This design comes from an exercise in tuning for small area, a short achievable clock period and few clock cycles on the open sky130 flow, not from production work. In this exercise RTL edits were held to simulation tests only and were not proved equivalent to the original.

==> v13 <==
## camera_smooth_approach
module camera_smooth_approach #(
	parameter int FRAC_BITS  = 16,
	parameter int COORD_BITS = 32
) (
	input  logic                         clk,
	input  logic                         arst_n,
	input  logic                         cfg_we,
	input  logic [2:0]                   cfg_idx,
	input  logic [31:0]                  cfg_data,
	input  logic                         in_valid,
	output logic                         in_ready,
	input  logic [1:0]                   op,
	input  logic [19:0]                  elapsed_us,
	input  logic signed [COORD_BITS-1:0] pos_x,
	input  logic signed [COORD_BITS-1:0] pos_y,
	input  logic signed [COORD_BITS-1:0] pos_z,
	input  logic signed [COORD_BITS-1:0] end_x,
	input  logic signed [COORD_BITS-1:0] end_y,
	input  logic signed [COORD_BITS-1:0] end_z,
	output logic                         out_valid,
	input  logic                         out_ready,
	output logic signed [COORD_BITS-1:0] cam_x_out,
	output logic signed [COORD_BITS-1:0] cam_y_out,
	output logic signed [COORD_BITS-1:0] cam_z_out,
	output logic                         bounced,
	output logic                         arrived,
	output logic [2:0]                   phase_out
);
	localparam logic [20:0] N_MEGA = 21'd1000000;
  ...
make LEC_CHECK=0 CAP_MARGIN=20 CORE_MARGIN=2 CORE_UTILIZATION=40 SETUP_SLACK_MARGIN=0.4 SLEW_MARGIN=20 finish   # period 9.0 ns
run.sh (not shown) runs the stock make flow with config.mk's settings and CLKGATE_MAP_FILE= SYNTH_SCRIPT=/design/flow/synth_recipe.tcl, a recipe that flattens the netlist after the stock synthesis.
==> v39 (differences from v13) <==
--- a/flow/design.v
+++ b/flow/design.v
@@ -116,15 +116,19 @@
 	localparam logic [20:0] N_SLOW = 21'd21845;
 	localparam logic [20:0] N_ZERO = 21'd15603;
 	localparam logic [1:0] F_IDLE = 2'd0;
 	localparam logic [1:0] F_ONE  = 2'd1;
 	localparam logic [1:0] F_TWO  = 2'd2;
 	logic [2:0][31:0] cam_q, tgt_q, ws_q, we_q, lo_q, hi_q;
 	logic [2:0]       ph_q;
-	logic       ov_q, pend_q, oth_q, oth1_q;
+	logic       ov_q, pend_q, oth_q;
+	logic             nt_v;
+	logic [1:0]       nt_op;
+	logic [2:0][31:0] nt_p, nt_e;
+	logic             b_old, f_old;    
 	logic       res_bnc_q, res_arr_q;
 	logic [2:0] res_ph_q;
 	logic        a_v;
 	logic [2:0]  a_cnt;
 	logic [19:0] a_rem, a_d, a_q;
 	logic        a_uz, a_big1, a_big3;
 	logic [2:0]  a_c2f, a_c2s;
@@ -335,20 +339,23 @@
 	logic [3:0]  b_qb;
 	logic [19:0] b_rem_n;
 	csa_div4 u_db (.rem(b_rem), .d(b_d), .d3(b_d3), .nb(b_nb), .q(b_qb), .rem_n(b_rem_n));
 	logic [2:0][31:0] f2_nt;
 	logic [2:0][32:0] f2_dif;
 	logic [2:0]       mt_c;
 	logic [2:0]       f2_ge_lo, f2_ge_hi;
+	logic [2:0][31:0] cam_c_q, cv;
+	logic [2:0]       cam_ci;
 	for (genvar a = 0; a < 3; a++) begin : g_f2
-		csa_add #(.W(32)) u_lo (.a({~cam_q[a][31], cam_q[a][30:0]}), .b(~{~lo_q[a][31], lo_q[a][30:0]}),
+		csa_add #(.W(32)) u_cv (.a(cam_q[a]), .b(cam_c_q[a]), .cin(cam_ci[a]), .sum(cv[a]), .cout());
+		csa_add #(.W(32)) u_lo (.a({~cv[a][31], cv[a][30:0]}), .b(~{~lo_q[a][31], lo_q[a][30:0]}),
 			.cin(1'b1), .sum(), .cout(f2_ge_lo[a]));
-		csa_add #(.W(32)) u_hi (.a({~hi_q[a][31], hi_q[a][30:0]}), .b(~{~cam_q[a][31], cam_q[a][30:0]}),
+		csa_add #(.W(32)) u_hi (.a({~hi_q[a][31], hi_q[a][30:0]}), .b(~{~cv[a][31], cv[a][30:0]}),
 			.cin(1'b1), .sum(), .cout(f2_ge_hi[a]));
-		csa_add #(.W(33)) u_df (.a({f2_nt[a][31], f2_nt[a]}), .b(~{cam_q[a][31], cam_q[a]}),
+		csa_add #(.W(33)) u_df (.a({f2_nt[a][31], f2_nt[a]}), .b(~{cv[a][31], cv[a]}),
 			.cin(1'b1), .sum(f2_dif[a]), .cout());
 	end
 	logic [2:0][31:0] cam_f, tgt_f;
 	logic [2:0]       p_c;
 	logic             match_c, bnc_c;
 	always_comb begin
 		logic [31:0] nt;
@@ -371,40 +378,41 @@
 			if (cl) begin
 				cam_f[a] = lo_q[a];
 				tgt_f[a] = lo_q[a];
 			end else if (ch) begin
 				cam_f[a] = hi_q[a];
 				tgt_f[a] = hi_q[a];
 			end else begin
-				cam_f[a] = sn ? nt : cam_q[a];
+				cam_f[a] = sn ? nt : cv[a];
 				tgt_f[a] = nt;
 			end
 			mt_c[a] = cl | ch | sn;
 			match_c = match_c & (cl | ch | sn);
 			bnc_c   = bnc_c | cl | ch;
 		end
 		p_c = match_c ? 3'd0 : pn4(ph_q, there_q);
 	end
 	wire cam_eq_tgt = cam_q == tgt_q;
 	wire f_idle = f_st == F_IDLE;
 	wire f_one  = f_st == F_ONE;
 	wire f_two  = f_st == F_TWO;
 	wire f1_go  = f_one && !(ov_q && !out_ready);
-	wire h_cons    = b_v && !b_full && hn != 2'd0 && f_idle;
+	wire h_cons    = b_v && !b_full && hn != 2'd0 && f_idle && !(nt_v && !b_old);
 	wire b_iter    = b_v && b_cnt != 3'd0 && !(hn == 2'd2 && !h_cons);
 	wire b_done    = b_v && (b_full || b_cnt == 3'd0 || (b_cnt == 3'd1 && b_iter));
-	wire b_to_f    = b_done && !pend_q && (f_idle || (f_two && b_full));
+	wire b_to_f    = b_done && !pend_q && !(nt_v && !b_old) && (f_idle || (f_two && b_full));
 	wire b_take    = !b_v || (b_to_f && f_idle);
 	wire hand      = a_v && a_acc && a_cnt == 3'd0 && b_take;
 	wire rdy_tick  = a_v && !a_acc;
-	wire rdy_oth   = oth_q && !pend_q && !(a_v && a_acc) && !b_v && (f_idle || (f_two && !oth1_q));
+	wire rdy_oth   = oth_q && !pend_q && !nt_v && !(a_v && a_acc);
 	assign in_ready = rdy_tick || rdy_oth;
 	wire is_tick  = op == 2'd0;
 	wire acc_tick = in_valid && rdy_tick;
 	wire acc_oth  = in_valid && rdy_oth;
+	wire apply    = nt_v && !(b_v && b_old) && (f_idle || (f_two && nt_op != 2'd1));
 	wire b_fix = f_two && b_v && b_spec && match_c;
 	logic        s_slow, s_full, s_spec;
 	logic [1:0]  s_n;
 	logic [2:0]  s_c;
 	logic [19:0] s_rem, s_d, s_m;
 	logic [21:0] s_d3;
 	logic        s_uz, s_big1, s_big3;
@@ -426,15 +434,18 @@
 			s_big1 = a_big1;
 			s_big3 = a_big3;
 			s_c2f  = a_c2f;
 			s_c2s  = a_c2s;
 			s_m    = a_q;
 			s_d3   = a_m3;
 			prev   = b_v || f_one;
-			if (f_two)
+			if (nt_v && nt_op != 2'd3) begin
+				s_slow = 1'b0;
+				prev   = 1'b0;
+			end else if (f_two)
 				s_slow = p_c >= 3'd2;
 			else if (prev)
 				s_slow = pn4(ph_q, cam_eq_tgt) >= 3'd2;
 			else
 				s_slow = ph_q >= 3'd2;
 		end
 		s_full = s_big1 || (!s_slow && (s_uz || s_big3));
@@ -456,25 +467,27 @@
 			s_d   = s_m;
 			s_rem = rem0(2'd1, s_c2f);
 		end
 		if (s_full) s_c = 3'd0;
 	end
 	wire b_setup = hand || b_fix;
 	logic [2:0][32:0] g_c;
-	logic [2:0][47:0] f1_t0, f1_t1, f1_sum;
+	logic [2:0][47:0] f1_t0, f1_t1;
+	logic [2:0]       f1_c16;
 	for (genvar a = 0; a < 3; a++) begin : g_ax
 		logic [31:0] gt;
 		logic [32:0] gp;
-		assign gt = a == 0 ? pos_x : a == 1 ? pos_y : pos_z;
+		assign gt = nt_p[a];
 		csa_add #(.W(33)) u_g (.a({gt[31], gt}), .b(~{cam_q[a][31], cam_q[a]}), .cin(1'b1), .sum(gp), .cout());
 		assign g_c[a] = f_two ? (mt_c[a] ? 33'd0 : f2_dif[a]) : gp;
-		csa_add #(.W(48)) u_mv (.a(f1_t0[a]), .b(f1_t1[a]), .cin(1'b0), .sum(f1_sum[a]), .cout());
+		csa_add #(.W(16)) u_mv (.a(f1_t0[a][15:0]), .b(f1_t1[a][15:0]), .cin(1'b0), .sum(), .cout(f1_c16[a]));
 	end
 	logic [2:0][47:0] hs_n, hc_n;
-	logic [2:0][31:0] cam_mv;
+	logic [2:0][31:0] cam_mv, cam_mc;
+	logic [2:0]       cam_mi;
 	always_comb begin
 		logic [47:0] s, c, s0, c0, r0, t0, t1, sum;
 		logic [32:0] g;
 		for (int a = 0; a < 3; a++) begin
 			if (f_one) begin
 				s0 = hs_q[a];
 				c0 = hc_q[a];
@@ -490,42 +503,60 @@
 			if (f_one && !f_lv)
 				{s, c} = {hs_q[a], hc_q[a]};
 			r0  = {cam_q[a], hg_q[a][32] ? 16'hFFFF : 16'h0000};
 			t0  = r0 ^ s ^ c;
 			t1  = ((r0 & s) | (r0 & c) | (s & c)) << 1;
 			f1_t0[a] = t0;
 			f1_t1[a] = t1;
-			sum = f1_sum[a];
-			cam_mv[a] = f_full ? tgt_q[a] : sum[47:16];
+			cam_mv[a] = f_full ? tgt_q[a] : t0[47:16];
+			cam_mc[a] = f_full ? 32'd0 : t1[47:16];
+			cam_mi[a] = !f_full && f1_c16[a];
 		end
 	end
 	always_ff @(posedge clk or negedge arst_n) begin
 		if (!arst_n) begin
 			ov_q   <= 1'b0;
 			pend_q <= 1'b0;
 			oth_q  <= 1'b0;
-			oth1_q <= 1'b0;
+			nt_v   <= 1'b0;
+			b_old  <= 1'b0;
+			f_old  <= 1'b0;
 			a_v    <= 1'b0;
 			a_acc  <= 1'b0;
 			b_v    <= 1'b0;
 			hn     <= 2'd0;
 			f_st   <= F_IDLE;
 		end else begin
 			if (f_two) begin
 				ov_q <= 1'b1;
 			end else if (pend_q && (!ov_q || out_ready)) begin
 				ov_q   <= 1'b1;
 				pend_q <= 1'b0;
 			end else if (out_ready) begin
 				ov_q <= 1'b0;
 			end
-			if (acc_oth)
+			if (apply)
 				pend_q <= 1'b1;
+			if (acc_oth)
+				nt_v <= 1'b1;
+			else if (apply)
+				nt_v <= 1'b0;
+			if (b_to_f)
+				f_old <= acc_oth || b_old;
+			else if (f_two)
+				f_old <= 1'b0;
+			else if (acc_oth)
+				f_old <= !f_idle;
+			if (b_setup && !b_fix)
+				b_old <= 1'b0;
+			else if (acc_oth)
+				b_old <= b_v && !b_to_f;
+			else if (b_to_f)
+				b_old <= 1'b0;
 			oth_q  <= in_valid && !is_tick && !acc_oth;
-			oth1_q <= in_valid && op == 2'd1 && !acc_oth;
 			if (!a_v || hand) begin
 				a_v   <= in_valid && is_tick;
 				a_acc <= 1'b0;
 			end else if (acc_tick) begin
 				a_acc <= 1'b1;
 			end else if (!a_acc && !in_valid) begin
 				a_v <= 1'b0;
@@ -599,40 +630,49 @@
 		if (b_to_f) begin
 			f_full <= b_full;
 			f_lv   <= b_iter;
 			f_last <= b_qb;
 		end
 		if (f_one)
 			there_q <= cam_eq_tgt;
+		if (f1_go) begin
+			cam_c_q <= cam_mc;
+			cam_ci  <= cam_mi;
+		end
 		if (f_two) begin
 			res_bnc_q <= bnc_c;
 			res_arr_q <= match_c;
 			res_ph_q  <= p_c;
 		end else if (pend_q && (!ov_q || out_ready)) begin
 			res_bnc_q <= 1'b0;
 			res_arr_q <= cam_eq_tgt;
 			res_ph_q  <= ph_q;
 		end
-		if (acc_oth && op == 2'd2) begin
-			ws_q <= {pos_z, pos_y, pos_x};
-			we_q <= {end_z, end_y, end_x};
+		if (acc_oth) begin
+			nt_op <= op;
+			nt_p  <= {pos_z, pos_y, pos_x};
+			nt_e  <= {end_z, end_y, end_x};
+		end
+		if (apply && nt_op == 2'd2) begin
+			ws_q <= nt_p;
+			we_q <= nt_e;
 		end
 	end
 	always_ff @(posedge clk or negedge arst_n) begin
 		if (!arst_n) begin
 			for (int a = 0; a < 3; a++) begin
 				cam_q[a] <= 32'd0;
 				tgt_q[a] <= 32'd0;
 				lo_q[a]  <= 32'h8000_0000;
 				hi_q[a]  <= 32'h7FFF_FFFF;
 			end
 			ph_q <= 3'd0;
 			hg_q <= '0;
 		end else begin
-			if (f_two || (acc_oth && op == 2'd1))
+			if (f_two || (apply && nt_op == 2'd1))
 				hg_q <= g_c;
 			if (cfg_we) begin
 				case (cfg_idx)
 					3'd0: lo_q[0] <= cfg_data;
 					3'd1: hi_q[0] <= cfg_data;
 					3'd2: lo_q[1] <= cfg_data;
 					3'd3: hi_q[1] <= cfg_data;
@@ -644,18 +684,18 @@
 			if (f1_go)
 				cam_q <= cam_mv;
 			if (f_two) begin
 				cam_q <= cam_f;
 				tgt_q <= tgt_f;
 				ph_q  <= p_c;
 			end
-			if (acc_oth) begin
-				if (op == 2'd1) begin
-					tgt_q <= {pos_z, pos_y, pos_x};
+			if (apply) begin
+				if (nt_op == 2'd1) begin
+					tgt_q <= nt_p;
 					ph_q  <= 3'd0;
-				end else if (op == 2'd2) begin
+				end else if (nt_op == 2'd2) begin
 					ph_q <= 3'd1;
 				end
 			end
 		end
 	end
 endmodule
CORE_UTILIZATION = 50   (was 40)
SETUP_SLACK_MARGIN = 2.5   (was 0.4)
==> reports/summary.txt <==
Status = complete, no violations
End of the worst hold path = we_q[17]
Max Freq = 124 MHz
Post-Route Skew = 91.3 ps
Simple-Gate Fraction of Synth Area = 0.149
DRT iter0 DRCs = 13.7k
Die H = 517 um
The numbers above come from v39.

==> reports/summary.txt <==
Count of final setup violators = 1
Post-Route Skew = 71.3 ps
Failing Checks = setup timing
DRT iter0 DRCs = 11.7k
Simple-Gate Fraction of Synth Area = 0.183
Post-route setup slack = -38.0 ps
Status = complete, but fails checks
End of the worst hold path = f_full
The numbers above come from v13.

Testbench counts of v13, summed over its fixed seeds: cycles 5,360.
Testbench counts of v39, summed over its fixed seeds: cycles 5,019.

==> port drivers added, routing unchanged <==
How much do the figures lean on ideal ports? The routed layouts below were timed once more, with nothing changed but the port constraints. Step 1 assumes that a clkbuf_16 drives the clock port and a buf_2 every other input. Step 2, shift: input delay + t, output delay - t, t = (earliest + latest rising clock arrival at the registers) / 2. This alone moves slack from input paths to output paths. Three values: ideal, step 1, step 2; two values: the first two.
run	t (ns)	setup WS [ns]	hold slack, ns	worst setup path at the end
v13	0.943	-0.038 / -0.038 / -0.038	0.498 / 0.498 / 0.498	register to register
v39	0.981	0.957 / 0.957 / 0.957	0.374 / 0.374 / 0.374	register to register
